Context: an optimization exercise on an open-source flow, tuned for small area, a short achievable clock period and few clock cycles per item. The choices shown serve that exercise and are no tape-out recipe.
Function was checked by simulation only, so behaviour that the tests miss may differ from the original.
Power figures rest on the tool's default switching activity, not on a simulated workload.

==> v32 <==
==> flow/design.v (excerpt) <==
module bounded_deque_with_positional_ops
(
   input  wire logic    clock,
   input  wire logic    reset,
   input  wire logic    start,
   output logic         busy,
   input  wire logic [39:0] req_data,
   output logic         rsp_strobe,
   output logic [43:0] rsp_data
);
   bdq_pkg::ctl_cmd_type cmd;
   bdq_pkg::word_type    req_value;
   bdq_pkg::rsp_type     rsp_word;
   logic [IDX_W-1:0]     gm1;
   logic [CNT_W-1:0]     count;
   logic                 min_hit;
   bdq_pkg::word_type    rd_word;
   assign rsp_data = rsp_word;
   bdq_ctrl u_ctrl (
      .clock     (clock),
      .reset     (reset),
      .start     (start),
      .req_in    (req_data),
      .min_hit   (min_hit),
      .rd_word   (rd_word),
      .cmd       (cmd),
      .req_value (req_value),
      .gm1       (gm1),
      .count     (count),
      .busy      (busy)
   );
   bdq_datapath u_datapath (
      .clock      (clock),
      .reset      (reset),
      .req_value  (req_value),
      .cmd        (cmd),
      .gm1        (gm1),
      .count      (count),
      .min_hit    (min_hit),
      .rd_word    (rd_word),
      .rsp_strobe (rsp_strobe),
      .rsp_data   (rsp_word)
   );
endmodule
==> flow/config.mk <==
export PLATFORM = sky130hd
export DESIGN_NAME = bounded_deque_with_positional_ops
export DESIGN_NICKNAME = bounded_deque_with_positional_ops
export VERILOG_FILES = /design/flow/design.v
export SDC_FILE = /design/flow/constraint.sdc
export NUM_CORES = 4
export LEC_CHECK = 0
export CAP_MARGIN = 20
export CORE_MARGIN = 2
export CORE_UTILIZATION = 45
export PLACE_DENSITY = 0.65
export SETUP_SLACK_MARGIN = 3.3
export SLEW_MARGIN = 20
export TNS_END_PERCENT = 10
==> flow/constraint.sdc <==
create_clock -name core_clock -period 6.0 [get_ports {clock}]
set_input_delay 1.2000 -clock core_clock [delete_from_list [all_inputs] [get_ports {clock}]]
set_output_delay 1.2000 -clock core_clock [all_outputs]
set_load 0.01 [all_outputs]
run.sh (not shown) runs the stock make flow with config.mk's settings and CLKGATE_MAP_FILE= SYNTH_SCRIPT=/design/flow/synth_recipe.tcl, a recipe that flattens the netlist after the stock synthesis.
==> v12: changes against v32 <==
--- a/flow/design.v
+++ b/flow/design.v
@@ -70,15 +70,14 @@
    logic [IDX_W-1:0]    slot_ff;
    logic                wrap_ff;
    logic                pend_ff;
    logic [IDX_W-1:0]    gm1_ff;
    logic [CNT_W-1:0]    count_ff;
    logic                scan_ff;
    logic [CNT_W-1:0]    rd_left_ff;
-   logic [IDX_W-1:0]    rd_slot_ff;
    logic                accept;
    logic                fire;
    logic                miss;
    logic                scan_last;
    logic [CNT_W-1:0]    count_in;
    logic [CNT_W-1:0]    count_nx;
    logic [IDX_W-1:0]    gm1_nx;
@@ -213,14 +212,15 @@
          status_ff <= op_status;
          pos_ff    <= pos_dec;
          slot_ff   <= slot_sum[IDX_W-1:0];
          wrap_ff   <= slot_sum[IDX_W];
       end else if (cmd.scan_read) begin
          val_ff    <= rd_word;
          pos_ff    <= miss ? '0 : pos_ff + IDX_W'(1);
+         slot_ff   <= slot_ff + IDX_W'(1);    
          ins_ok_ff <= 1'b0;
          del_ok_ff <= 1'b0;
          min_ok_ff <= 1'b0;
       end
    end
    always_ff @(posedge clock) begin
       if (reset) begin
@@ -240,32 +240,30 @@
             scan_ff <= 1'b0;
          end
       end
    end
    always_ff @(posedge clock) begin
       if (miss) begin
          rd_left_ff <= count_ff - CNT_W'(1);
-         rd_slot_ff <= slot_ff + IDX_W'(1);
       end else if (scan_ff && !scan_last) begin
          rd_left_ff <= rd_left_ff - CNT_W'(1);
-         rd_slot_ff <= rd_slot_ff + IDX_W'(1);
       end
    end
    assign cmd.do_ins     = ins_ok_ff;
    assign cmd.do_del     = del_ok_ff;
    assign cmd.do_min     = min_ok_ff && min_hit;
    assign cmd.scan_start = miss;
    assign cmd.scan_read  = miss || (scan_ff && !scan_last);
    assign cmd.scan_cmp   = scan_ff;
    assign cmd.scan_done  = scan_last;
    assign cmd.strobe     = (fire && !miss) || scan_last;
    assign cmd.pos        = pos_ff;
    assign cmd.slot       = slot_ff;
    assign cmd.wrap       = wrap_ff;
-   assign cmd.rd_slot    = scan_ff ? rd_slot_ff : slot_ff;
+   assign cmd.rd_slot    = slot_ff;
    assign cmd.status     = status_ff;
    assign req_value = val_ff;
    assign gm1       = gm1_ff;
    assign count     = count_ff;
 endmodule
 `default_nettype wire
 `default_nettype none
Settings changed: SETUP_SLACK_MARGIN 3.3 to 3.4, TNS_END_PERCENT 10 to 20.
==> v37: changes against v32 <==
--- a/flow/design.v
+++ b/flow/design.v
@@ -70,15 +70,14 @@
    logic [IDX_W-1:0]    slot_ff;
    logic                wrap_ff;
    logic                pend_ff;
    logic [IDX_W-1:0]    gm1_ff;
    logic [CNT_W-1:0]    count_ff;
    logic                scan_ff;
    logic [CNT_W-1:0]    rd_left_ff;
-   logic [IDX_W-1:0]    rd_slot_ff;
    logic                accept;
    logic                fire;
    logic                miss;
    logic                scan_last;
    logic [CNT_W-1:0]    count_in;
    logic [CNT_W-1:0]    count_nx;
    logic [IDX_W-1:0]    gm1_nx;
@@ -213,14 +212,15 @@
          status_ff <= op_status;
          pos_ff    <= pos_dec;
          slot_ff   <= slot_sum[IDX_W-1:0];
          wrap_ff   <= slot_sum[IDX_W];
       end else if (cmd.scan_read) begin
          val_ff    <= rd_word;
          pos_ff    <= miss ? '0 : pos_ff + IDX_W'(1);
+         slot_ff   <= slot_ff + IDX_W'(1);    
          ins_ok_ff <= 1'b0;
          del_ok_ff <= 1'b0;
          min_ok_ff <= 1'b0;
       end
    end
    always_ff @(posedge clock) begin
       if (reset) begin
@@ -240,32 +240,30 @@
             scan_ff <= 1'b0;
          end
       end
    end
    always_ff @(posedge clock) begin
       if (miss) begin
          rd_left_ff <= count_ff - CNT_W'(1);
-         rd_slot_ff <= slot_ff + IDX_W'(1);
       end else if (scan_ff && !scan_last) begin
          rd_left_ff <= rd_left_ff - CNT_W'(1);
-         rd_slot_ff <= rd_slot_ff + IDX_W'(1);
       end
    end
    assign cmd.do_ins     = ins_ok_ff;
    assign cmd.do_del     = del_ok_ff;
    assign cmd.do_min     = min_ok_ff && min_hit;
    assign cmd.scan_start = miss;
    assign cmd.scan_read  = miss || (scan_ff && !scan_last);
    assign cmd.scan_cmp   = scan_ff;
    assign cmd.scan_done  = scan_last;
    assign cmd.strobe     = (fire && !miss) || scan_last;
    assign cmd.pos        = pos_ff;
    assign cmd.slot       = slot_ff;
    assign cmd.wrap       = wrap_ff;
-   assign cmd.rd_slot    = scan_ff ? rd_slot_ff : slot_ff;
+   assign cmd.rd_slot    = slot_ff;
    assign cmd.status     = status_ff;
    assign req_value = val_ff;
    assign gm1       = gm1_ff;
    assign count     = count_ff;
 endmodule
 `default_nettype wire
 `default_nettype none
Settings changed: CORE_UTILIZATION 45 to 40, CTS_BUF_LIST from default to sky130_fd_sc_hd__clkbuf_4 sky130_fd_sc_hd__clkbuf_8, CTS_CLUSTER_SIZE from default to 20, PLACE_DENSITY 0.65 to 0.6.
==> summary.txt <==
Against v32, the sequential power of v37 is lower by about 0.7%. Against v32, the clock-buffer cell count of v12 is higher by 3. Between v37 and v12, the lower sequential share of layout area is in v12 (gap 0.75 points). Via count, lowest first: v12, v37, v32.
==> figures <==
Status: v37 finished clean; v12 finished clean; v32 finished clean
Die ar.: v37 84300 um2; v12 75100 um2; v32 76500 um2
Highest metal layer with signal wires: v37 met5; v12 met4; v32 met5
Routed length on met1: v37 58200 um; v12 54800 um; v32 59500 um
Sequential cell area fraction in the yosys report: v37 44.5%; v12 44.5%; v32 44.1%
Adder-Cell Fraction of Synth Area: v37 5.01%; v12 5.01%; v32 4.65%
Final Hold Slack: v37 0.352 ns; v12 0.347 ns; v32 0.374 ns
R2R Path End: v37 u_datapath.rsp_value_ff[27]; v12 u_datapath.rsp_value_ff[27]; v32 u_datapath.rsp_pos_ff[1]
Number of gates resized after CTS: v37 151; v12 251; v32 214
Pre-CTS setup slack: v37 1.48 ns; v12 1.32 ns; v32 1.48 ns
Testbench counts of v32, summed over its fixed seeds: cycles 8,712, items 8,000.
Testbench counts of v12, summed over its fixed seeds: cycles 8,712, items 8,000.
Testbench counts of v37, summed over its fixed seeds: cycles 8,712, items 8,000.

---

==> run a: inputs <==
Starting RTL as in the previous note.
==> flow/config.mk <==
export PLATFORM = sky130hd
export DESIGN_NAME = bounded_deque_with_positional_ops
export DESIGN_NICKNAME = bounded_deque_with_positional_ops
export VERILOG_FILES = /design/flow/design.v
export SDC_FILE = /design/flow/constraint.sdc
export NUM_CORES = 4
export LEC_CHECK = 0
export CAP_MARGIN = 20
export CORE_MARGIN = 2
export CORE_UTILIZATION = 45
export CTS_BUF_LIST = sky130_fd_sc_hd__clkbuf_4 sky130_fd_sc_hd__clkbuf_8
export CTS_CLUSTER_SIZE = 20
export PLACE_DENSITY = 0.65
export SETUP_SLACK_MARGIN = 3.3
export SLEW_MARGIN = 20
export TNS_END_PERCENT = 10
==> flow/constraint.sdc <==
create_clock -name core_clock -period 6.0 [get_ports {clock}]
set_input_delay 1.2000 -clock core_clock [delete_from_list [all_inputs] [get_ports {clock}]]
set_output_delay 1.2000 -clock core_clock [all_outputs]
set_load 0.01 [all_outputs]
==> run b: changes against run a <==
--- a/flow/design.v
+++ b/flow/design.v
@@ -69,17 +69,16 @@
    logic [IDX_W-1:0]    pos_ff;
    logic [IDX_W-1:0]    slot_ff;
    logic                wrap_ff;
    logic                pend_ff;
    logic [IDX_W-1:0]    gm1_ff;
    logic [CNT_W-1:0]    count_ff;
    logic                scan_ff;
    logic [CNT_W-1:0]    rd_left_ff;
-   logic [IDX_W-1:0]    rd_slot_ff;
    logic                accept;
    logic                fire;
    logic                miss;
    logic                scan_last;
    logic [CNT_W-1:0]    count_in;
    logic [CNT_W-1:0]    count_nx;
    logic [IDX_W-1:0]    gm1_nx;
    assign fire      = pend_ff;
@@ -212,16 +211,17 @@
          min_ok_ff <= accept && !reset && min_ok;
          status_ff <= op_status;
          pos_ff    <= pos_dec;
          slot_ff   <= slot_sum[IDX_W-1:0];
          wrap_ff   <= slot_sum[IDX_W];
       end else if (cmd.scan_read) begin
          val_ff    <= rd_word;
          pos_ff    <= miss ? '0 : pos_ff + IDX_W'(1);
+         slot_ff   <= slot_ff + IDX_W'(1);    
          ins_ok_ff <= 1'b0;
          del_ok_ff <= 1'b0;
          min_ok_ff <= 1'b0;
       end
    end
    always_ff @(posedge clock) begin
       if (reset) begin
          pend_ff <= 1'b0;
@@ -239,34 +239,32 @@
          end else if (scan_last) begin
             scan_ff <= 1'b0;
          end
       end
    end
    always_ff @(posedge clock) begin
       if (miss) begin
          rd_left_ff <= count_ff - CNT_W'(1);
-         rd_slot_ff <= slot_ff + IDX_W'(1);
       end else if (scan_ff && !scan_last) begin
          rd_left_ff <= rd_left_ff - CNT_W'(1);
-         rd_slot_ff <= rd_slot_ff + IDX_W'(1);
       end
    end
    assign cmd.do_ins     = ins_ok_ff;
    assign cmd.do_del     = del_ok_ff;
    assign cmd.do_min     = min_ok_ff && min_hit;
    assign cmd.scan_start = miss;
    assign cmd.scan_read  = miss || (scan_ff && !scan_last);
    assign cmd.scan_cmp   = scan_ff;
    assign cmd.scan_done  = scan_last;
    assign cmd.strobe     = (fire && !miss) || scan_last;
    assign cmd.pos        = pos_ff;
    assign cmd.slot       = slot_ff;
    assign cmd.wrap       = wrap_ff;
-   assign cmd.rd_slot    = scan_ff ? rd_slot_ff : slot_ff;
+   assign cmd.rd_slot    = slot_ff;
    assign cmd.status     = status_ff;
    assign req_value = val_ff;
    assign gm1       = gm1_ff;
    assign count     = count_ff;
 endmodule
 `default_nettype wire
 `default_nettype none
 import bdq_pkg::*;
CTS_BUF_LIST = default   (was sky130_fd_sc_hd__clkbuf_4 sky130_fd_sc_hd__clkbuf_8)
CTS_CLUSTER_SIZE = default   (was 20)
SETUP_SLACK_MARGIN = 3.5   (was 3.3)
==> run c: changes against run a <==
--- a/flow/design.v
+++ b/flow/design.v
@@ -36,16 +36,17 @@
       logic             scan_read;   
       logic             scan_cmp;    
       logic             scan_done;   
       logic             strobe;      
       logic [IDX_W-1:0] pos;         
       logic [IDX_W-1:0] slot;        
       logic             wrap;        
       logic [IDX_W-1:0] rd_slot;     
+      logic [CNT_W-1:0] count;       
       status_type       status;
    } ctl_cmd_type;
 endpackage
 `default_nettype wire
 `default_nettype none
 import bdq_pkg::*;
 module bdq_ctrl
 (
@@ -53,17 +54,16 @@
    input  wire logic          reset,
    input  wire logic          start,
    input  wire logic [39:0]   req_in,
    input  wire logic          min_hit,
    input  wire bdq_pkg::word_type rd_word,
    output bdq_pkg::ctl_cmd_type cmd,
    output bdq_pkg::word_type  req_value,
    output logic [IDX_W-1:0]   gm1,
-   output logic [CNT_W-1:0]   count,
    output logic               busy
 );
    bdq_pkg::word_type   val_ff;
    logic                ins_ok_ff;
    logic                del_ok_ff;
    logic                min_ok_ff;
    bdq_pkg::status_type status_ff;
    logic [IDX_W-1:0]    pos_ff;
@@ -77,31 +77,31 @@
    logic [IDX_W-1:0]    rd_slot_ff;
    logic                accept;
    logic                fire;
    logic                miss;
    logic                scan_last;
    logic [CNT_W-1:0]    count_in;
    logic [CNT_W-1:0]    count_nx;
    logic [IDX_W-1:0]    gm1_nx;
-   assign fire      = pend_ff;
-   assign miss      = min_ok_ff && !min_hit;
+   assign fire      = pend_ff && !scan_ff;
+   assign miss      = fire && min_ok_ff && !min_hit;
    assign scan_last = scan_ff && (rd_left_ff == '0);
    assign busy      = miss || (scan_ff && !scan_last);
    assign accept    = start && !busy;
    always_comb begin
       count_in = count_ff;
       if (ins_ok_ff) begin
          count_in = count_ff + CNT_W'(1);
       end else if (del_ok_ff) begin
          count_in = count_ff - CNT_W'(1);
       end
    end
-   assign count_nx = count_in;
-   assign gm1_nx   = ins_ok_ff ? gm1_ff - IDX_W'(1) : gm1_ff;
+   assign count_nx = fire ? count_in : count_ff;
+   assign gm1_nx   = (fire && ins_ok_ff) ? gm1_ff - IDX_W'(1) : gm1_ff;
    logic [2:0]          op_in;
    logic [CNT_W-1:0]    pos_in;
    logic                fired_ins;
    logic                fired_del;
    logic                is_full;
    logic                is_none;
    logic                ins_ok;
    logic                del_ok;
@@ -114,18 +114,18 @@
    logic [IDX_W:0]      tsum_nx;
    logic [IDX_W-1:0]    base_ins;
    logic [IDX_W:0]      base_del;
    logic [IDX_W:0]      sum_ins_at;
    logic [IDX_W:0]      sum_del_at;
    logic [IDX_W:0]      slot_sum;
    assign op_in     = req_in[39:37];
    assign pos_in    = req_in[CNT_W-1:0];
-   assign fired_ins = ins_ok_ff;
-   assign fired_del = del_ok_ff;
+   assign fired_ins = fire && ins_ok_ff;
+   assign fired_del = fire && del_ok_ff;
    always_comb begin
       tsum_nx = tsum_ff;
       if (fired_ins) begin
          if (gm1_ff == '0) begin
             tsum_nx = tsum_ff + (IDX_W+1)'(DEPTH);
          end
       end else if (fired_del) begin
          tsum_nx = tsum_ff - (IDX_W+1)'(1);
@@ -200,42 +200,39 @@
             end
          end
          default: begin
             op_status = ST_OK;
          end
       endcase
    end
    always_ff @(posedge clock) begin
-      if (!cmd.scan_read) begin
+      if (accept) begin
          val_ff    <= req_in[36:5];
-         ins_ok_ff <= accept && !reset && ins_ok;
-         del_ok_ff <= accept && !reset && del_ok;
-         min_ok_ff <= accept && !reset && min_ok;
+         ins_ok_ff <= ins_ok;
+         del_ok_ff <= del_ok;
+         min_ok_ff <= min_ok;
          status_ff <= op_status;
          pos_ff    <= pos_dec;
          slot_ff   <= slot_sum[IDX_W-1:0];
          wrap_ff   <= slot_sum[IDX_W];
       end else if (cmd.scan_read) begin
-         val_ff    <= rd_word;
-         pos_ff    <= miss ? '0 : pos_ff + IDX_W'(1);
-         ins_ok_ff <= 1'b0;
-         del_ok_ff <= 1'b0;
-         min_ok_ff <= 1'b0;
+         val_ff <= rd_word;
+         pos_ff <= miss ? '0 : pos_ff + IDX_W'(1);
       end
    end
    always_ff @(posedge clock) begin
       if (reset) begin
          pend_ff <= 1'b0;
          count_ff <= '0;
          gm1_ff   <= '1;
          tsum_ff  <= (IDX_W+1)'(DEPTH - 1);
          scan_ff  <= 1'b0;
       end else begin
-         pend_ff  <= accept;
+         pend_ff  <= accept || (pend_ff && !fire);
          count_ff <= count_nx;
          gm1_ff   <= gm1_nx;
          tsum_ff  <= tsum_nx;
          if (miss) begin
             scan_ff <= 1'b1;
          end else if (scan_last) begin
             scan_ff <= 1'b0;
          end
@@ -245,44 +242,43 @@
       if (miss) begin
          rd_left_ff <= count_ff - CNT_W'(1);
          rd_slot_ff <= slot_ff + IDX_W'(1);
       end else if (scan_ff && !scan_last) begin
          rd_left_ff <= rd_left_ff - CNT_W'(1);
          rd_slot_ff <= rd_slot_ff + IDX_W'(1);
       end
    end
-   assign cmd.do_ins     = ins_ok_ff;
-   assign cmd.do_del     = del_ok_ff;
-   assign cmd.do_min     = min_ok_ff && min_hit;
+   assign cmd.do_ins     = fire && ins_ok_ff;
+   assign cmd.do_del     = fire && del_ok_ff;
+   assign cmd.do_min     = fire && min_ok_ff && min_hit;
    assign cmd.scan_start = miss;
    assign cmd.scan_read  = miss || (scan_ff && !scan_last);
    assign cmd.scan_cmp   = scan_ff;
    assign cmd.scan_done  = scan_last;
    assign cmd.strobe     = (fire && !miss) || scan_last;
    assign cmd.pos        = pos_ff;
    assign cmd.slot       = slot_ff;
    assign cmd.wrap       = wrap_ff;
    assign cmd.rd_slot    = scan_ff ? rd_slot_ff : slot_ff;
-   assign cmd.status     = status_ff;
+   assign cmd.count      = count_nx;
+   assign cmd.status     = fire ? status_ff : ST_OK;
    assign req_value = val_ff;
    assign gm1       = gm1_ff;
-   assign count     = count_ff;
 endmodule
 `default_nettype wire
 `default_nettype none
 import bdq_pkg::*;
 module bdq_datapath
 (
    input  wire logic        clock,
    input  wire logic        reset,
    input  wire bdq_pkg::word_type req_value,
    input  wire bdq_pkg::ctl_cmd_type cmd,
    input  wire logic [IDX_W-1:0] gm1,
-   input  wire logic [CNT_W-1:0] count,
    output logic             min_hit,
    output bdq_pkg::word_type rd_word,
    output logic             rsp_strobe,
    output bdq_pkg::rsp_type rsp_data
 );
    bdq_pkg::word_type cells_ff [DEPTH];
    bdq_pkg::rsp_type  rsp_ff;
    logic              strobe_ff;
@@ -319,16 +315,17 @@
    logic [IDX_W-1:0]  lpos_ff [MIN_K];
    logic              lall_ff;
    bdq_pkg::word_type x;
    logic [IDX_W-1:0]  xpos;
    logic              offer;
    logic [MIN_K-1:0]  ahead;
    logic [MIN_K-1:0]  hit;
    logic [MIN_K-1:0]  gone;      
+   logic              take;
    logic [IDX_W-1:0]  pos_adj [MIN_K];
    assign x     = req_value;
    assign xpos  = cmd.pos;
    assign offer = cmd.do_ins || cmd.scan_cmp;
    for (genvar i = 0; i < MIN_K; i++) begin : g_cmp
       assign ahead[i] = lv_ff[i] &&
                         ({!lval_ff[i][WORD_W-1], lval_ff[i][WORD_W-2:0], lpos_ff[i]} <
                          {!x[WORD_W-1], x[WORD_W-2:0], xpos});
@@ -342,80 +339,75 @@
          pos_adj[i] = lpos_ff[i];
          if (cmd.do_ins && (lpos_ff[i] >= cmd.pos)) begin
             pos_adj[i] = lpos_ff[i] + IDX_W'(1);
          end else if (cmd.do_del && (lpos_ff[i] > cmd.pos)) begin
             pos_adj[i] = lpos_ff[i] - IDX_W'(1);
          end
       end
    end
-   logic new0;     
-   logic new1;     
-   assign new0    = offer && !ahead[0] && (lall_ff || lv_ff[0]);
-   assign new1    = offer && ahead[0] && !ahead[1] && (lall_ff || lv_ff[1]);
+   assign take    = lall_ff || |(lv_ff & ~ahead);
    assign min_hit = lv_ff[0];
    always_ff @(posedge clock) begin
       if (reset || cmd.scan_start) begin
          lv_ff   <= '0;
          lall_ff <= 1'b1;
       end else if (offer) begin
-         if (new0) begin
-            lv_ff <= {lv_ff[0], 1'b1};
-         end else if (new1) begin
-            lv_ff[1] <= 1'b1;
+         if (take) begin
+            for (int i = 0; i < MIN_K; i++) begin
+               if (!ahead[i]) begin
+                  lv_ff[i] <= (i == 0) ? 1'b1 : (ahead[i-1] || lv_ff[i-1]);
+               end
+            end
          end
-         lall_ff <= lall_ff && !lv_ff[1];
+         lall_ff <= lall_ff && !lv_ff[MIN_K-1];
       end else if (cmd.do_del) begin
-         if (gone[0]) begin
-            lv_ff[0] <= lv_ff[1];
-         end
-         if (gone[1]) begin
-            lv_ff[1] <= 1'b0;
+         for (int i = 0; i < MIN_K; i++) begin
+            if (gone[i]) begin
+               lv_ff[i] <= (i == MIN_K - 1) ? 1'b0 : lv_ff[i+1];
+            end
          end
       end
    end
    always_ff @(posedge clock) begin
-      lpos_ff[0] <= pos_adj[0];
-      lpos_ff[1] <= pos_adj[1];
-      if (new0) begin
-         lval_ff[0] <= x;
-         lpos_ff[0] <= xpos;
-         lval_ff[1] <= lval_ff[0];
-         lpos_ff[1] <= pos_adj[0];
-      end else if (new1) begin
-         lval_ff[1] <= x;
-         lpos_ff[1] <= xpos;
-      end else if (cmd.do_del && gone[0]) begin
-         lval_ff[0] <= lval_ff[1];
-         lpos_ff[0] <= pos_adj[1];
-      end
-   end
-   logic [WORD_W-1:0] rsp_value_ff;
-   logic [IDX_W-1:0]  rsp_pos_ff;
-   bdq_pkg::status_type rsp_status_ff;
+      for (int i = 0; i < MIN_K; i++) begin
+         lpos_ff[i] <= pos_adj[i];
+         if (offer && take && !ahead[i]) begin
+            if (i == 0 || ahead[i-1]) begin
+               lval_ff[i] <= x;
+               lpos_ff[i] <= xpos;
+            end else begin
+               lval_ff[i] <= lval_ff[i-1];
+               lpos_ff[i] <= pos_adj[i-1];
+            end
+         end else if (cmd.do_del && gone[i] && i < MIN_K - 1) begin
+            lval_ff[i] <= lval_ff[(i < MIN_K - 1) ? i + 1 : i];
+            lpos_ff[i] <= pos_adj[(i < MIN_K - 1) ? i + 1 : i];
+         end
+      end
+   end
    always_ff @(posedge clock) begin
-      rsp_value_ff <= '0;
-      rsp_pos_ff   <= '0;
-      if (cmd.do_del) begin
-         rsp_value_ff <= rd_word;
-         rsp_pos_ff   <= cmd.pos;
-      end else if (cmd.do_min) begin
-         rsp_value_ff <= lval_ff[0];
-         rsp_pos_ff   <= lpos_ff[0];
-      end else if (cmd.scan_done) begin
-         rsp_value_ff <= ahead[0] ? lval_ff[0] : x;
-         rsp_pos_ff   <= ahead[0] ? lpos_ff[0] : xpos;
-      end
-      rsp_status_ff <= cmd.status;
-   end
-   assign rsp_ff.result_value    = rsp_value_ff;
-   assign rsp_ff.result_position = rsp_pos_ff;
-   assign rsp_ff.entry_count     = count;
-   assign rsp_ff.is_empty        = (count == '0);
-   assign rsp_ff.status          = rsp_status_ff;
+      if (cmd.strobe) begin
+         rsp_ff.result_value    <= '0;
+         rsp_ff.result_position <= '0;
+         if (cmd.do_del) begin
+            rsp_ff.result_value    <= rd_word;
+            rsp_ff.result_position <= cmd.pos;
+         end else if (cmd.do_min) begin
+            rsp_ff.result_value    <= lval_ff[0];
+            rsp_ff.result_position <= lpos_ff[0];
+         end else if (cmd.scan_done) begin
+            rsp_ff.result_value    <= ahead[0] ? lval_ff[0] : x;
+            rsp_ff.result_position <= ahead[0] ? lpos_ff[0] : xpos;
+         end
+         rsp_ff.entry_count <= cmd.count;
+         rsp_ff.is_empty    <= (cmd.count == '0);
+         rsp_ff.status      <= cmd.status;
+      end
+   end
    always_ff @(posedge clock) begin
       if (reset) begin
          strobe_ff <= 1'b0;
       end else begin
          strobe_ff <= cmd.strobe;
       end
    end
    assign rsp_strobe = strobe_ff;
@@ -433,39 +425,36 @@
    input  wire logic [39:0] req_data,
    output logic         rsp_strobe,
    output logic [43:0] rsp_data
 );
    bdq_pkg::ctl_cmd_type cmd;
    bdq_pkg::word_type    req_value;
    bdq_pkg::rsp_type     rsp_word;
    logic [IDX_W-1:0]     gm1;
-   logic [CNT_W-1:0]     count;
    logic                 min_hit;
    bdq_pkg::word_type    rd_word;
    assign rsp_data = rsp_word;
    bdq_ctrl u_ctrl (
       .clock     (clock),
       .reset     (reset),
       .start     (start),
       .req_in    (req_data),
       .min_hit   (min_hit),
       .rd_word   (rd_word),
       .cmd       (cmd),
       .req_value (req_value),
       .gm1       (gm1),
-      .count     (count),
       .busy      (busy)
    );
    bdq_datapath u_datapath (
       .clock      (clock),
       .reset      (reset),
       .req_value  (req_value),
       .cmd        (cmd),
       .gm1        (gm1),
-      .count      (count),
       .min_hit    (min_hit),
       .rd_word    (rd_word),
       .rsp_strobe (rsp_strobe),
       .rsp_data   (rsp_word)
    );
 endmodule
 `default_nettype wire
CORE_UTILIZATION = 40   (was 45)
CTS_BUF_LIST = default   (was sky130_fd_sc_hd__clkbuf_4 sky130_fd_sc_hd__clkbuf_8)
CTS_CLUSTER_SIZE = default   (was 20)
PLACE_DENSITY = 0.6   (was 0.65)
SETUP_SLACK_MARGIN = 3.2   (was 3.3)
==> run d: changes against run a <==
--- a/flow/design.v
+++ b/flow/design.v
@@ -69,17 +69,16 @@
    logic [IDX_W-1:0]    pos_ff;
    logic [IDX_W-1:0]    slot_ff;
    logic                wrap_ff;
    logic                pend_ff;
    logic [IDX_W-1:0]    gm1_ff;
    logic [CNT_W-1:0]    count_ff;
    logic                scan_ff;
    logic [CNT_W-1:0]    rd_left_ff;
-   logic [IDX_W-1:0]    rd_slot_ff;
    logic                accept;
    logic                fire;
    logic                miss;
    logic                scan_last;
    logic [CNT_W-1:0]    count_in;
    logic [CNT_W-1:0]    count_nx;
    logic [IDX_W-1:0]    gm1_nx;
    assign fire      = pend_ff;
@@ -212,16 +211,17 @@
          min_ok_ff <= accept && !reset && min_ok;
          status_ff <= op_status;
          pos_ff    <= pos_dec;
          slot_ff   <= slot_sum[IDX_W-1:0];
          wrap_ff   <= slot_sum[IDX_W];
       end else if (cmd.scan_read) begin
          val_ff    <= rd_word;
          pos_ff    <= miss ? '0 : pos_ff + IDX_W'(1);
+         slot_ff   <= slot_ff + IDX_W'(1);    
          ins_ok_ff <= 1'b0;
          del_ok_ff <= 1'b0;
          min_ok_ff <= 1'b0;
       end
    end
    always_ff @(posedge clock) begin
       if (reset) begin
          pend_ff <= 1'b0;
@@ -239,34 +239,32 @@
          end else if (scan_last) begin
             scan_ff <= 1'b0;
          end
       end
    end
    always_ff @(posedge clock) begin
       if (miss) begin
          rd_left_ff <= count_ff - CNT_W'(1);
-         rd_slot_ff <= slot_ff + IDX_W'(1);
       end else if (scan_ff && !scan_last) begin
          rd_left_ff <= rd_left_ff - CNT_W'(1);
-         rd_slot_ff <= rd_slot_ff + IDX_W'(1);
       end
    end
    assign cmd.do_ins     = ins_ok_ff;
    assign cmd.do_del     = del_ok_ff;
    assign cmd.do_min     = min_ok_ff && min_hit;
    assign cmd.scan_start = miss;
    assign cmd.scan_read  = miss || (scan_ff && !scan_last);
    assign cmd.scan_cmp   = scan_ff;
    assign cmd.scan_done  = scan_last;
    assign cmd.strobe     = (fire && !miss) || scan_last;
    assign cmd.pos        = pos_ff;
    assign cmd.slot       = slot_ff;
    assign cmd.wrap       = wrap_ff;
-   assign cmd.rd_slot    = scan_ff ? rd_slot_ff : slot_ff;
+   assign cmd.rd_slot    = slot_ff;
    assign cmd.status     = status_ff;
    assign req_value = val_ff;
    assign gm1       = gm1_ff;
    assign count     = count_ff;
 endmodule
 `default_nettype wire
 `default_nettype none
 import bdq_pkg::*;
CTS_BUF_LIST = default   (was sky130_fd_sc_hd__clkbuf_4 sky130_fd_sc_hd__clkbuf_8)
CTS_CLUSTER_SIZE = default   (was 20)
==> comparison <==
In run a the synthesized cell count is lower than in run c, by about 3.8%. Against run b, the fmax of run a is lower by about 1.3%. Power, lowest first: run d, run b, run a, run c. Of run c and run d, run c has the higher clock power (gap about 3%, measured against run d). Of run a and run b, run a has the higher count of clock-buffer cells in the layout (gap 75). Of run c and run d, run c has the higher hold slack (gap 0.11 ns). Run a passed the timing, DRC and antenna checks. Run d produced a clean layout. Run b produced a layout that fails on max-capacitance violations, max-slew violations. Run c completed with no timing, DRC or antenna violations. Against run b, the critical path depth of run d is higher by 2. Routed wire length, lowest first: run d, run b, run c, run a.
==> figures <==
Number of cells traversed by the worst hold path: run c 2; run d 0; run b 0; run a 0
GRT met1 Usage: run c 42.12%; run d 49.11%; run b 49.11%; run a 51.65%
Clock sink total: run c 703; run d 693; run b 693; run a 697
Reported combinational group power: run c 4640 µW; run d 3210 µW; run b 3260 µW; run a 3720 µW
First DRT Iteration DRCs: run c 5,650; run d 5,897; run b 6,073; run a 7,830
Run status: run c complete, no violations; run d complete, no violations; run b failed layout checks; run a complete, no violations
Reasons for failing layout checks: run c -; run d -; run b max-capacitance violations, max-slew violations; run a -
P_sw: run c 6231 µW; run d 5266 µW; run b 5281 µW; run a 5538 µW
Ratio of layout area to synthesized area: run c 1.2285x; run d 1.2020x; run b 1.2148x; run a 1.2173x
Post-Synth XOR/XNOR Area: run c 0.8656%; run d 0.9341%; run b 0.9341%; run a 0.9953%
M2 GR Usage: run c 51.23%; run d 55.00%; run b 55.00%; run a 56.08%
Post-synth EDFFs: run c 163; run d 72; run b 72; run a 80
Final period demand of the worst path: run c 3.442 ns; run d 3.201 ns; run b 3.222 ns; run a 3.264 ns
Total Die Area: run c 0.08837 mm²; run d 0.07510 mm²; run b 0.07510 mm²; run a 0.07650 mm²
Area of the core: run c 0.08515 mm²; run d 0.07259 mm²; run b 0.07259 mm²; run a 0.07321 mm²
Maximum clock frequency: run c 290.6 MHz; run d 312.4 MHz; run b 310.3 MHz; run a 306.4 MHz
Met3 Usage GRT: run c 9.728%; run d 15.21%; run b 15.21%; run a 19.46%
Weighted congestion reported at the end of routability-driven placement: run c 0.9267; run d 0.9615; run b 0.9615; run a 1.002
Clock share of power: run c 27.9%; run d 30.4%; run b 30.3%; run a 29.6%
Testbench counts of run a, summed over its fixed seeds: cycles 8,712, items 8,000.
Testbench counts of run b, summed over its fixed seeds: cycles 8,712, items 8,000.
Testbench counts of run c, summed over its fixed seeds: cycles 8,712, items 8,000.
Testbench counts of run d, summed over its fixed seeds: cycles 8,712, items 8,000.

[re-timing with driven ports]
Ports are ideal in the flow. The routed layouts listed here were re-timed in OpenROAD. Step 1: set_driving_cell puts a clkbuf_16 on clock and a buf_2 on each other input, an assumption about the parent block. Step 2 adds t to the input delays and takes it off the output delays; t is the mean of the earliest and latest rising clock arrival at the registers after step 1. Input paths then give back, and output paths get back, about the clock's delay inside the block. Slacks: ideal ports / drivers / drivers and shift; pairs: ideal ports / drivers.
| run | shift t [ns] | setup WS [ns] | pins driven straight from the clock port |
|---|---|---|---|
| v32 | 0.721 | 2.874 / 2.874 / 2.604 | 1 |
| v12 | 0.692 | 2.656 / 2.656 / 2.656 | 1 |
| v37 | 0.832 | 2.723 / 2.678 / 2.037 | 1 |
| run a | 0.845 | 2.736 / 2.736 / 2.594 | 1 |
| run b | 0.691 | 2.778 / 2.775 / 2.344 | 1 |
| run c | 0.696 | 2.558 / 2.558 / 2.558 | 1 |
| run d | 0.695 | 2.799 / 2.784 / 2.301 | 1 |
For v37, which loses most, drivers alone change the setup slack by -0.045 ns; drivers and shift together by -0.686 ns.
